This design comes from an exercise in tuning for small area and a short achievable clock period on the open sky130 flow, not from production work. At most, simulation tests tie the RTL to the original design; equivalence was not proved. Power is estimated from default activity; no workload was simulated.

==> v32 <==
==> flow/design.v <==
module gfg_reg_bank #(
  parameter int          NUM_REGISTERS  = 32,
  parameter int          REGISTER_WIDTH = 32,
  parameter logic [31:0] ID_VALUE       = 32'h0000_6F6B
) (
  input  logic                                      i_sys_clk,
  input  logic                                      i_arst_n,
  input  logic [$clog2(NUM_REGISTERS)-1:0]          i_reg_addr,
  input  logic [REGISTER_WIDTH-1:0]                 i_reg_write_data,
  input  logic                                      i_reg_write_en,
  output logic [REGISTER_WIDTH-1:0]                 o_reg_read_data,
  input  logic                                      i_commit_safe,
  output logic [(NUM_REGISTERS-3)*REGISTER_WIDTH-1:0] o_active_regs,
  output logic                                      o_commit_pulse,
  output logic                                      o_commit_pending,
  output logic                                      o_dbg_state
);
  logic [1:0] rst_sync_q;
  logic       rst_n;
  always_ff @(posedge i_sys_clk or negedge i_arst_n) begin
    if (!i_arst_n) rst_sync_q <= 2'b00;
    else           rst_sync_q <= {rst_sync_q[0], 1'b1};
  end
  assign rst_n = rst_sync_q[1];
  logic                      pend_q;
  logic                      auto_commit_q;
  logic [7:0]                write_count_q;
  logic [15:0]               ro_err_q;
  logic                      fire_q;
  logic                      pulse_q;
  logic [REGISTER_WIDTH-1:0] shadow_n_q [3:NUM_REGISTERS-1];
  logic [REGISTER_WIDTH-1:0] active_n_q [3:NUM_REGISTERS-1];
  logic                      wr_ctrl;
  logic                      wr_shadow;
  logic                      wr_ro;
  logic                      pend_set;
  logic                      fire;
  logic                      copy;
  logic [REGISTER_WIDTH-1:0] wdata_n;
  logic [NUM_REGISTERS-1:0]  sh_we;
  always_comb begin
    wr_ctrl   = i_reg_write_en && (i_reg_addr == 5'd1);
    wr_shadow = i_reg_write_en && (i_reg_addr >= 5'd3);
    wr_ro     = i_reg_write_en && (i_reg_addr == 5'd0 || i_reg_addr == 5'd2);
    pend_set  = (wr_ctrl && i_reg_write_data[0]) || (wr_shadow && auto_commit_q);
    fire      = pend_q && i_commit_safe;
    copy      = fire || !rst_n;
    wdata_n   = ~(i_reg_write_data & {REGISTER_WIDTH{rst_n}});
    for (int i = 0; i < NUM_REGISTERS; i++)
      sh_we[i] = !rst_n || (i_reg_write_en && (i_reg_addr == 5'(i)));
  end
  always_ff @(posedge i_sys_clk) begin
    for (int i = 3; i < NUM_REGISTERS; i++) begin
      if (copy)     active_n_q[i] <= shadow_n_q[i];
      if (sh_we[i]) shadow_n_q[i] <= wdata_n;
    end
  end
  always_ff @(posedge i_sys_clk or negedge rst_n) begin
    if (!rst_n) begin
      pend_q        <= 1'b0;
      auto_commit_q <= 1'b0;
      write_count_q <= 8'd0;
      ro_err_q      <= 16'd0;
      fire_q        <= 1'b0;
      pulse_q       <= 1'b0;
    end else begin
      if (fire)          pend_q <= pend_set;
      else if (pend_set) pend_q <= 1'b1;
      if (wr_ctrl) auto_commit_q <= i_reg_write_data[1];
      if (wr_ctrl || wr_shadow) write_count_q <= write_count_q + 8'd1;
      if (wr_ro && (ro_err_q != 16'hFFFF)) ro_err_q <= ro_err_q + 16'd1;
      fire_q  <= fire;
      pulse_q <= fire_q;
    end
  end
  logic [NUM_REGISTERS-1:0]  rd_seln;
  logic [REGISTER_WIDTH-1:0] rd_misc;
  logic [REGISTER_WIDTH-1:0] rd_last;
  always_comb begin
    for (int i = 0; i < NUM_REGISTERS; i++)
      rd_seln[i] = !((i_reg_addr == 5'(i)) && rst_n);
    rd_misc = '0;
    case (i_reg_addr)
      5'd0:    rd_misc = REGISTER_WIDTH'(ID_VALUE);
      5'd1:    rd_misc[1] = auto_commit_q;
      5'd2:    rd_misc = {ro_err_q, write_count_q, 7'b0, pend_q};
      default: rd_misc = '0;
    endcase
    rd_last = ~(shadow_n_q[NUM_REGISTERS-1] | {REGISTER_WIDTH{rd_seln[NUM_REGISTERS-1]}});
  end
  for (genvar b = 0; b < REGISTER_WIDTH; b++) begin : g_rd
    logic [15:0] l1;
    logic [7:0]  l2;
    logic [3:0]  l3;
    logic [1:0]  l4;
    for (genvar p = 0; p < 14; p++) begin : g_l1
      gfg_rd_o22ai u_g (.a1(rd_seln[3+2*p]), .a2(shadow_n_q[3+2*p][b]),
                        .b1(rd_seln[4+2*p]), .b2(shadow_n_q[4+2*p][b]), .y(l1[p]));
    end
    assign l1[14] = rd_last[b];
    assign l1[15] = rd_misc[b];
    for (genvar p = 0; p < 8; p++) begin : g_l2
      gfg_rd_nor2 u_g (.a(l1[2*p]), .b(l1[2*p+1]), .y(l2[p]));
    end
    for (genvar p = 0; p < 4; p++) begin : g_l3
      gfg_rd_nand2 u_g (.a(l2[2*p]), .b(l2[2*p+1]), .y(l3[p]));
    end
    for (genvar p = 0; p < 2; p++) begin : g_l4
      gfg_rd_nor2 u_g (.a(l3[2*p]), .b(l3[2*p+1]), .y(l4[p]));
    end
    gfg_rd_nand2 u_l5 (.a(l4[0]), .b(l4[1]), .y(o_reg_read_data[b]));
  end
  always_comb begin
    for (int i = 3; i < NUM_REGISTERS; i++)
      o_active_regs[(i-3)*REGISTER_WIDTH +: REGISTER_WIDTH] =
        ~active_n_q[i] & {REGISTER_WIDTH{rst_n}};
  end
  assign o_commit_pulse   = pulse_q;
  assign o_commit_pending = pend_q;
  assign o_dbg_state      = pend_q;
endmodule
module gfg_rd_o22ai (
  input  logic a1, a2, b1, b2,
  output logic y
);
  assign y = !((a1 || a2) && (b1 || b2));
endmodule
module gfg_rd_nor2 (
  input  logic a, b,
  output logic y
);
  assign y = !(a || b);
endmodule
module gfg_rd_nand2 (
  input  logic a, b,
  output logic y
);
  assign y = !(a && b);
endmodule
==> flow/flow/run.sh <==
#!/bin/bash
# Standard ORFS layout (the standard.sh), with the port buffers made of
# the smallest buffer cell instead of the flow's default choice. Each tool
# writes its full log under orfs/logs/; make's own output goes to flow_make.log.
set -euo pipefail
export BUFFER_PORTS_ARGS="-buffer_cell sky130_fd_sc_hd__buf_1"
bash standard.sh > flow_make.log 2>&1
==> flow/standard.sh <==
#!/bin/bash
# synth_recipe.tcl (not shown) runs the flow's synth.tcl, then flattens the netlist and writes it again
# the make line also repeats each setting of config.mk as NAME=value (left out here)
make -C /OpenROAD-flow-scripts/flow DESIGN_CONFIG=/design/flow/config.mk WORK_HOME=/design/flow/orfs CLKGATE_MAP_FILE= SYNTH_SCRIPT=/design/flow/synth_recipe.tcl "${@:-finish}"
==> flow/config.mk <==
export PLATFORM = sky130hd
export DESIGN_NAME = gfg_reg_bank
export DESIGN_NICKNAME = gfg_reg_bank
export VERILOG_FILES = /design/flow/design.v
export SDC_FILE = /design/flow/constraint.sdc
export NUM_CORES = 4
export LEC_CHECK = 0
export CAP_MARGIN = 20
export CORE_MARGIN = 2
export CORE_UTILIZATION = 50
export CTS_BUF_LIST = sky130_fd_sc_hd__clkbuf_16
export CTS_CLUSTER_DIAMETER = 60
export CTS_CLUSTER_SIZE = 30
export SETUP_SLACK_MARGIN = 2.8
export SLEW_MARGIN = 20
export SYNTH_HIERARCHICAL = 1
export TNS_END_PERCENT = 5
==> flow/constraint.sdc <==
create_clock -name core_clock -period 6.5 [get_ports {i_sys_clk}]
set_input_delay 1.3000 -clock core_clock [delete_from_list [all_inputs] [get_ports {i_sys_clk}]]
set_output_delay 1.3000 -clock core_clock [all_outputs]
set_load 0.01 [all_outputs]
==> v15: changes against v32 <==
==> flow/design.v, changed modules only <==
module gfg_reg_bank #(
  parameter int          NUM_REGISTERS  = 32,
  parameter int          REGISTER_WIDTH = 32,
  parameter logic [31:0] ID_VALUE       = 32'h0000_6F6B
) (
  input  logic                                      i_sys_clk,
  input  logic                                      i_arst_n,
  input  logic [$clog2(NUM_REGISTERS)-1:0]          i_reg_addr,
  input  logic [REGISTER_WIDTH-1:0]                 i_reg_write_data,
  input  logic                                      i_reg_write_en,
  output logic [REGISTER_WIDTH-1:0]                 o_reg_read_data,
  input  logic                                      i_commit_safe,
  output logic [(NUM_REGISTERS-3)*REGISTER_WIDTH-1:0] o_active_regs,
  output logic                                      o_commit_pulse,
  output logic                                      o_commit_pending,
  output logic                                      o_dbg_state
);
  logic [1:0] rst_sync_q;
  logic       rst_n;
  always_ff @(posedge i_sys_clk or negedge i_arst_n) begin
    if (!i_arst_n) rst_sync_q <= 2'b00;
    else           rst_sync_q <= {rst_sync_q[0], 1'b1};
  end
  assign rst_n = rst_sync_q[1];
  logic                      pend_q;
  logic                      auto_commit_q;
  logic [7:0]                write_count_q;
  logic [15:0]               ro_err_q;
  logic                      fire_q;
  logic                      pulse_q;
  logic [REGISTER_WIDTH-1:0] shadow_n_q [3:NUM_REGISTERS-1];
  logic [REGISTER_WIDTH-1:0] active_n_q [3:NUM_REGISTERS-1];
  logic                      wr_ctrl;
  logic                      wr_shadow;
  logic                      wr_ro;
  logic                      pend_set;
  logic                      fire;
  logic                      copy;
  logic [REGISTER_WIDTH-1:0] wdata_n;
  logic [NUM_REGISTERS-1:0]  sh_we;
  always_comb begin
    wr_ctrl   = i_reg_write_en && (i_reg_addr == 5'd1);
    wr_shadow = i_reg_write_en && (i_reg_addr >= 5'd3);
    wr_ro     = i_reg_write_en && (i_reg_addr == 5'd0 || i_reg_addr == 5'd2);
    pend_set  = (wr_ctrl && i_reg_write_data[0]) || (wr_shadow && auto_commit_q);
    fire      = pend_q && i_commit_safe;
    copy      = fire || !rst_n;
    wdata_n   = ~(i_reg_write_data & {REGISTER_WIDTH{rst_n}});
    for (int i = 0; i < NUM_REGISTERS; i++)
      sh_we[i] = !rst_n || (i_reg_write_en && (i_reg_addr == 5'(i)));
  end
  always_ff @(posedge i_sys_clk) begin
    for (int i = 3; i < NUM_REGISTERS; i++) begin
      if (copy)     active_n_q[i] <= shadow_n_q[i];
      if (sh_we[i]) shadow_n_q[i] <= wdata_n;
    end
  end
  always_ff @(posedge i_sys_clk or negedge rst_n) begin
    if (!rst_n) begin
      pend_q        <= 1'b0;
      auto_commit_q <= 1'b0;
      write_count_q <= 8'd0;
      ro_err_q      <= 16'd0;
      fire_q        <= 1'b0;
      pulse_q       <= 1'b0;
    end else begin
      if (fire)          pend_q <= pend_set;
      else if (pend_set) pend_q <= 1'b1;
      if (wr_ctrl) auto_commit_q <= i_reg_write_data[1];
      if (wr_ctrl || wr_shadow) write_count_q <= write_count_q + 8'd1;
      if (wr_ro && (ro_err_q != 16'hFFFF)) ro_err_q <= ro_err_q + 16'd1;
      fire_q  <= fire;
      pulse_q <= fire_q;
    end
  end
  always_comb begin
    o_reg_read_data = '0;
    case (i_reg_addr)
      5'd0:    o_reg_read_data = REGISTER_WIDTH'(ID_VALUE);
      5'd1:    o_reg_read_data[1] = auto_commit_q;
      5'd2:    o_reg_read_data = {ro_err_q, write_count_q, 7'b0, pend_q};
      default: begin
        for (int i = 3; i < NUM_REGISTERS; i++)
          if (i_reg_addr == 5'(i))
            o_reg_read_data = ~shadow_n_q[i] & {REGISTER_WIDTH{rst_n}};
      end
    endcase
  end
  always_comb begin
    for (int i = 3; i < NUM_REGISTERS; i++)
      o_active_regs[(i-3)*REGISTER_WIDTH +: REGISTER_WIDTH] =
        ~active_n_q[i] & {REGISTER_WIDTH{rst_n}};
  end
  assign o_commit_pulse   = pulse_q;
  assign o_commit_pending = pend_q;
  assign o_dbg_state      = pend_q;
endmodule
// module gfg_rd_o22ai removed
// module gfg_rd_nor2 removed
// module gfg_rd_nand2 removed
--- a/flow/config.mk
+++ b/flow/config.mk
@@ -9,3 +9,3 @@
 export CORE_MARGIN = 2
-export CORE_UTILIZATION = 50
+export CORE_UTILIZATION = 60
 export CTS_BUF_LIST = sky130_fd_sc_hd__clkbuf_16
@@ -15,3 +15,2 @@
 export SLEW_MARGIN = 20
-export SYNTH_HIERARCHICAL = 1
 export TNS_END_PERCENT = 5
==> v28: changes against v32 <==
==> flow/design.v, changed modules only <==
module gfg_reg_bank #(
  parameter int          NUM_REGISTERS  = 32,
  parameter int          REGISTER_WIDTH = 32,
  parameter logic [31:0] ID_VALUE       = 32'h0000_6F6B
) (
  input  logic                                      i_sys_clk,
  input  logic                                      i_arst_n,
  input  logic [$clog2(NUM_REGISTERS)-1:0]          i_reg_addr,
  input  logic [REGISTER_WIDTH-1:0]                 i_reg_write_data,
  input  logic                                      i_reg_write_en,
  output logic [REGISTER_WIDTH-1:0]                 o_reg_read_data,
  input  logic                                      i_commit_safe,
  output logic [(NUM_REGISTERS-3)*REGISTER_WIDTH-1:0] o_active_regs,
  output logic                                      o_commit_pulse,
  output logic                                      o_commit_pending,
  output logic                                      o_dbg_state
);
  logic [1:0] rst_sync_q;
  logic       rst_n;
  always_ff @(posedge i_sys_clk or negedge i_arst_n) begin
    if (!i_arst_n) rst_sync_q <= 2'b00;
    else           rst_sync_q <= {rst_sync_q[0], 1'b1};
  end
  assign rst_n = rst_sync_q[1];
  logic                      pend_q;
  logic                      auto_commit_q;
  logic [7:0]                write_count_q;
  logic [15:0]               ro_err_q;
  logic                      fire_q;
  logic                      pulse_q;
  logic [REGISTER_WIDTH-1:0] shadow_n_q [3:NUM_REGISTERS-1];
  logic [REGISTER_WIDTH-1:0] active_n_q [3:NUM_REGISTERS-1];
  logic                      wr_ctrl;
  logic                      wr_shadow;
  logic                      wr_ro;
  logic                      pend_set;
  logic                      fire;
  logic                      copy;
  logic [REGISTER_WIDTH-1:0] wdata_n;
  logic [NUM_REGISTERS-1:0]  sh_we;
  always_comb begin
    wr_ctrl   = i_reg_write_en && (i_reg_addr == 5'd1);
    wr_shadow = i_reg_write_en && (i_reg_addr >= 5'd3);
    wr_ro     = i_reg_write_en && (i_reg_addr == 5'd0 || i_reg_addr == 5'd2);
    pend_set  = (wr_ctrl && i_reg_write_data[0]) || (wr_shadow && auto_commit_q);
    fire      = pend_q && i_commit_safe;
    copy      = fire || !rst_n;
    wdata_n   = ~(i_reg_write_data & {REGISTER_WIDTH{rst_n}});
    for (int i = 0; i < NUM_REGISTERS; i++)
      sh_we[i] = !rst_n || (i_reg_write_en && (i_reg_addr == 5'(i)));
  end
  always_ff @(posedge i_sys_clk) begin
    for (int i = 3; i < NUM_REGISTERS; i++) begin
      if (copy)     active_n_q[i] <= shadow_n_q[i];
      if (sh_we[i]) shadow_n_q[i] <= wdata_n;
    end
  end
  always_ff @(posedge i_sys_clk or negedge rst_n) begin
    if (!rst_n) begin
      pend_q        <= 1'b0;
      auto_commit_q <= 1'b0;
      write_count_q <= 8'd0;
      ro_err_q      <= 16'd0;
      fire_q        <= 1'b0;
      pulse_q       <= 1'b0;
    end else begin
      if (fire)          pend_q <= pend_set;
      else if (pend_set) pend_q <= 1'b1;
      if (wr_ctrl) auto_commit_q <= i_reg_write_data[1];
      if (wr_ctrl || wr_shadow) write_count_q <= write_count_q + 8'd1;
      if (wr_ro && (ro_err_q != 16'hFFFF)) ro_err_q <= ro_err_q + 16'd1;
      fire_q  <= fire;
      pulse_q <= fire_q;
    end
  end
  always_comb begin
    o_reg_read_data = '0;
    case (i_reg_addr)
      5'd0:    o_reg_read_data = REGISTER_WIDTH'(ID_VALUE);
      5'd1:    o_reg_read_data[1] = auto_commit_q;
      5'd2:    o_reg_read_data = {ro_err_q, write_count_q, 7'b0, pend_q};
      default: begin
        for (int i = 3; i < NUM_REGISTERS; i++)
          if (i_reg_addr == 5'(i))
            o_reg_read_data = ~shadow_n_q[i] & {REGISTER_WIDTH{rst_n}};
      end
    endcase
  end
  always_comb begin
    for (int i = 3; i < NUM_REGISTERS; i++)
      o_active_regs[(i-3)*REGISTER_WIDTH +: REGISTER_WIDTH] =
        ~active_n_q[i] & {REGISTER_WIDTH{rst_n}};
  end
  assign o_commit_pulse   = pulse_q;
  assign o_commit_pending = pend_q;
  assign o_dbg_state      = pend_q;
endmodule
// module gfg_rd_o22ai removed
// module gfg_rd_nor2 removed
// module gfg_rd_nand2 removed
==> flow/run.sh (new file) <==
#!/bin/bash
# synth_recipe.tcl (not shown) runs the flow's synth.tcl, then flattens the netlist and writes it again
# the make line also repeats each setting of config.mk as NAME=value (left out here)
make -C /OpenROAD-flow-scripts/flow DESIGN_CONFIG=/design/flow/config.mk WORK_HOME=/design/flow/orfs CLKGATE_MAP_FILE= SYNTH_SCRIPT=/design/flow/synth_recipe.tcl finish
==> flow/config.mk (replaced) <==
export PLATFORM = sky130hd
export DESIGN_NAME = gfg_reg_bank
export DESIGN_NICKNAME = gfg_reg_bank
export VERILOG_FILES = /design/flow/design.v
export SDC_FILE = /design/flow/constraint.sdc
export NUM_CORES = 4
export LEC_CHECK = 0
export CAP_MARGIN = 20
export CORE_MARGIN = 2
export CORE_UTILIZATION = 35
export SETUP_SLACK_MARGIN = 2.5
export SLEW_MARGIN = 20
removed: flow/flow/run.sh
removed: flow/standard.sh
==> qor summary <==
item	v28	v32	v15
Run status	complete, no violations	complete, no violations	complete, no violations
Count of synthesis-stage warnings from yosys	3	11	3
Net Switching	6771 uW	6057 uW	6303 uW
Type of the worst min-delay path	reg -> reg	in -> async	reg -> async
Clock buffer count	224	141	115
Cell area after placement	81,840 um^2	76,130 um^2	73,720 um^2
Wire length of the first global-routing pass	395,000 um	335,900 um	330,600 um
Detail Route met3 WL	30,650 um	29,880 um	33,920 um
Synthesized area divided by synthesized cell count	16.45 um^2	16.57 um^2	16.45 um^2
Area of the die	195,400 um^2	140,800 um^2	114,600 um^2
Vias/cell	5.785	6.046	6.643
Wire length on met1	115,200 um	94,300 um	83,570 um
Share of power burned in the clock network	40.1%	36.2%	34.7%
Placed cell count	7,571	6,950	6,494
Adder and majority cell fraction of the synthesized area	0.03727%	0.03630%	0.03727%
Met2 Track Usage GR	46.82%	53.43%	64.63%
DIE WIDTH	442.0 um	375.3 um	338.5 um
Min setup slack post-route	1588 ps	1938 ps	1736 ps
Number of non-clock inverters in the layout	11	8	8
Count of buffering cells on the critical path with inverters included	6	5	5
Crit-path slowest cell	sky130_fd_sc_hd__o31a_1	sky130_fd_sc_hd__nor2_1	sky130_fd_sc_hd__nor4_2
Only the layout flow was run in v32; the RTL was not checked for function there.

[static timing again, ports no longer ideal]
Ports are ideal in the flow. The routed layouts listed here were re-timed in OpenROAD.
Step 1: set_driving_cell puts a clkbuf_16 on i_sys_clk and a buf_2 on each other input, an assumption about the parent block.
Step 2 also shifts input and output timing later by t, the mid clock arrival at the registers, as if the neighbouring blocks saw the same clock.
a / b / c = ideal ports / drivers / drivers and shift; a / b = the first two.
run | t, ns | slack for setup (ns) | hold slack, ns | clock arrival spread, ns
v32 | 0.858 | 1.938 / 1.774 / 1.774 | 0.297 / 0.321 / 0.355 | 0.068 / 0.068
v15 | 0.816 | 1.736 / 1.654 / 1.654 | 0.186 / 0.186 / 0.186 | 0.041 / 0.041
v28 | 0.923 | 1.588 / 1.478 / 1.478 | 0.352 / 0.352 / 0.352 | 0.056 / 0.055
After both steps every run listed still meets setup and hold. For v32, which loses most, drivers alone change the setup slack by -0.164 ns; drivers and shift together by -0.164 ns.
